Source: an optimization exercise on an open RTL-to-GDS flow (aim: small area, a short achievable clock period and few clock cycles per item). Production flows keep margins and buffers that such runs may drop.
Function was checked by simulation only, so behaviour that the tests miss may differ from the original.

Design tea_cipher_engine, start of the top module:
module tea_cipher_engine #(
  parameter int          ROUNDS     = 32,
  parameter bit          READY_COMB = 1'b0,   
  parameter int          ADDER      = 2,
  parameter logic [31:0] DELTA      = 32'h9E3779B9
) (
  input  logic         clk,
  input  logic         reset,
  input  logic         in_valid,
  output logic         in_ready,
  input  logic         in_mode,
  input  logic [63:0]  in_data,
  input  logic [127:0] in_key,
  output logic         out_valid,
  input  logic         out_ready,
  output logic [63:0]  out_data,
  output logic         out_mode,
  output logic         busy
);
For scale: ~2,400 cells after synthesis, about 230 flip-flops, about 270 I/O pins, ~0.016 sq mm of cells after synthesis.
clock: 12.0 ns
lec_check: 0
cap_margin: 20
core_margin: 2
core_utilization: 55
slew_margin: 20
standard.sh (not shown) runs the stock make flow with config.mk's settings and CLKGATE_MAP_FILE= SYNTH_SCRIPT=/design/flow/synth_recipe.tcl, a recipe that flattens the netlist after the stock synthesis.
==> flow/flow/run.sh <==
#!/bin/bash
# Standard ORFS layout with these changes:
# - synthesis is synth_recipe.tcl with ABC run on flow/map.abc (delay-targeted mapping),
# - no full/half-adder cell extraction before ABC, so ABC sees the whole datapath,
# - ports are buffered with the smallest buffer, buf_1,
# - timing repair aims at a setup margin of 7.5 ns, well past what the 12 ns clock needs.
# The make output goes to make_finish.log; each step's full log is under orfs/logs/.
set -euo pipefail
W=$(pwd)
export MY_ABC_SCRIPT=$W/flow/map.abc
export MY_ABC_D=3000
bash standard.sh SYNTH_SCRIPT=$W/flow/synth.tcl ADDER_MAP_FILE= SETUP_SLACK_MARGIN=7.5 \
  "BUFFER_PORTS_ARGS=-buffer_cell sky130_fd_sc_hd__buf_1" finish > $W/make_finish.log 2>&1
==> flow/flow/map.abc <==
strash
dch
map -D 3000
topo
buffer -c
upsize -c
dnsize -c
==> flow/flow/synth.tcl <==
proc synth {args} { yosys synth -nofsm -noshare {*}$args }
# ABC with yosys's own delay-driven script (no -script) and the delay target MY_ABC_D ps.
proc abc {args} {
  set out {}
  set skip 0
  foreach a $args {
    if {$skip} { set skip 0; continue }
    if {$a eq "-script" || $a eq "-D"} { set skip 1; continue }
    lappend out $a
  }
  if {[info exists ::env(MY_ABC_SCRIPT)] && $::env(MY_ABC_SCRIPT) ne ""} { lappend out -script $::env(MY_ABC_SCRIPT) }
  lappend out -D $::env(MY_ABC_D)
  puts "abc override: $out"
  yosys abc {*}$out
}
source $::env(SCRIPTS_DIR)/synth.tcl
# left out here: clear keep_hierarchy, flatten, clean up, hide names made inside functions, write 1_2_yosys.v
Testbench counts at the start, summed over its fixed seeds: cycles 85,105, items 1,280.
Change:
==> flow/flow/run.sh (replaced) <==
#!/bin/bash
# Standard ORFS layout with these changes:
# - synthesis is synth_recipe.tcl with ABC run on flow/map.abc (delay-targeted mapping),
# - no full/half-adder cell extraction before ABC, so ABC sees the whole datapath,
# - ports are buffered with the smallest buffer, buf_1,
# - timing repair aims at a setup margin of 7 ns, well past what the 12 ns clock needs.
# The make output goes to make_finish.log; each step's full log is under orfs/logs/.
set -euo pipefail
W=$(pwd)
export MY_ABC_SCRIPT=$W/flow/map.abc
export MY_ABC_D=3000
bash standard.sh SYNTH_SCRIPT=$W/flow/synth.tcl ADDER_MAP_FILE= SETUP_SLACK_MARGIN=7 \
  "BUFFER_PORTS_ARGS=-buffer_cell sky130_fd_sc_hd__buf_1" finish > $W/make_finish.log 2>&1
--- a/flow/config.mk
+++ b/flow/config.mk
@@ -8,4 +8,4 @@
 export CAP_MARGIN = 20
 export CORE_MARGIN = 2
-export CORE_UTILIZATION = 55
+export CORE_UTILIZATION = 62
 export SLEW_MARGIN = 20
=>
- area after synthesis stays the same
- final area drops by 6.8%
- sequential share of layout area climbs by 2.0 points
- maximum frequency climbs by 0.59%
Change:
==> flow/flow/run.sh (replaced) <==
#!/bin/bash
# Standard ORFS layout with three changes:
# - synthesis is synth_recipe.tcl with ABC run on flow/map.abc (delay-targeted mapping),
# - no full/half-adder cell extraction before ABC, so ABC sees the whole datapath,
# - timing repair aims at a setup margin of 8 ns, well past what the 12 ns clock needs.
# The make output goes to make_finish.log; each step's full log is under orfs/logs/.
set -euo pipefail
W=$(pwd)
export MY_ABC_SCRIPT=$W/flow/map.abc
export MY_ABC_D=3000
bash standard.sh SYNTH_SCRIPT=$W/flow/synth.tcl ADDER_MAP_FILE= SETUP_SLACK_MARGIN=8 finish > $W/make_finish.log 2>&1
--- a/flow/config.mk
+++ b/flow/config.mk
@@ -8,4 +8,4 @@
 export CAP_MARGIN = 20
 export CORE_MARGIN = 2
-export CORE_UTILIZATION = 62
+export CORE_UTILIZATION = 40
 export SLEW_MARGIN = 20
=> Clock skew grows by 0.011 ns; final area grows by 25%; synthesized area is unchanged; non-clock buffer count grows by 169; critical path depth grows by 4; worst setup slack gains 0.18 ns; sequential cell count stays the same.
Change:
==> flow/flow/run.sh (replaced) <==
#!/bin/bash
# Standard ORFS layout with these changes:
# - synthesis is synth_recipe.tcl with ABC run on flow/map.abc (delay-targeted mapping),
# - no full/half-adder cell extraction before ABC, so ABC sees the whole datapath,
# - ports are buffered with the smallest buffer, buf_1,
# - timing repair aims at a setup margin of 7 ns, well past what the 12 ns clock needs.
# The make output goes to make_finish.log; each step's full log is under orfs/logs/.
set -euo pipefail
W=$(pwd)
export MY_ABC_SCRIPT=$W/flow/map.abc
export MY_ABC_D=3000
bash standard.sh SYNTH_SCRIPT=$W/flow/synth.tcl ADDER_MAP_FILE= SETUP_SLACK_MARGIN=7 \
  "BUFFER_PORTS_ARGS=-buffer_cell sky130_fd_sc_hd__buf_1" finish > $W/make_finish.log 2>&1
--- a/flow/config.mk
+++ b/flow/config.mk
@@ -8,4 +8,5 @@
 export CAP_MARGIN = 20
 export CORE_MARGIN = 2
-export CORE_UTILIZATION = 40
+export CORE_UTILIZATION = 55
 export SLEW_MARGIN = 20
+export TNS_END_PERCENT = 5
Synthesized cell count does not change. Maximum frequency fell by 6.5%. Via count fell by 5.5%. Core utilization rose by 5.8 points. Cell area fell by 20%. Routed wire length fell by 19%. Setup slack is worse by 0.31 ns. Die area fell by 27%. Non-clock buffer count fell by 179.

-- afterwards: timing with drivers on the ports --
Ports are ideal in the flow. The routed layouts listed here were re-timed in OpenROAD.
Step 1: set_driving_cell puts a clkbuf_16 on clk and a buf_2 on each other input, an assumption about the parent block.
Step 2 moves the port delays by t, midway between the first and last clock arrival at a register: inputs arrive t later, outputs are due t later. That takes back most of the time a late clock gives input paths.
Three values: ideal, step 1, step 2; two values: the first two.
| run | shift t [ns] | setup slack, ns | worst register clock-pin slew, ns |
|---|---|---|---|
| the first run | 0.590 | 7.258 / 7.258 / 7.258 | 0.06 / 0.06 |
| the second run | 0.594 | 7.285 / 7.285 / 7.285 | 0.07 / 0.07 |
| the third run | 0.626 | 7.463 / 7.463 / 7.463 | 0.07 / 0.07 |
| the fourth run | 0.587 | 7.150 / 7.150 / 7.150 | 0.06 / 0.06 |
After both steps setup and hold are still met in every run listed.
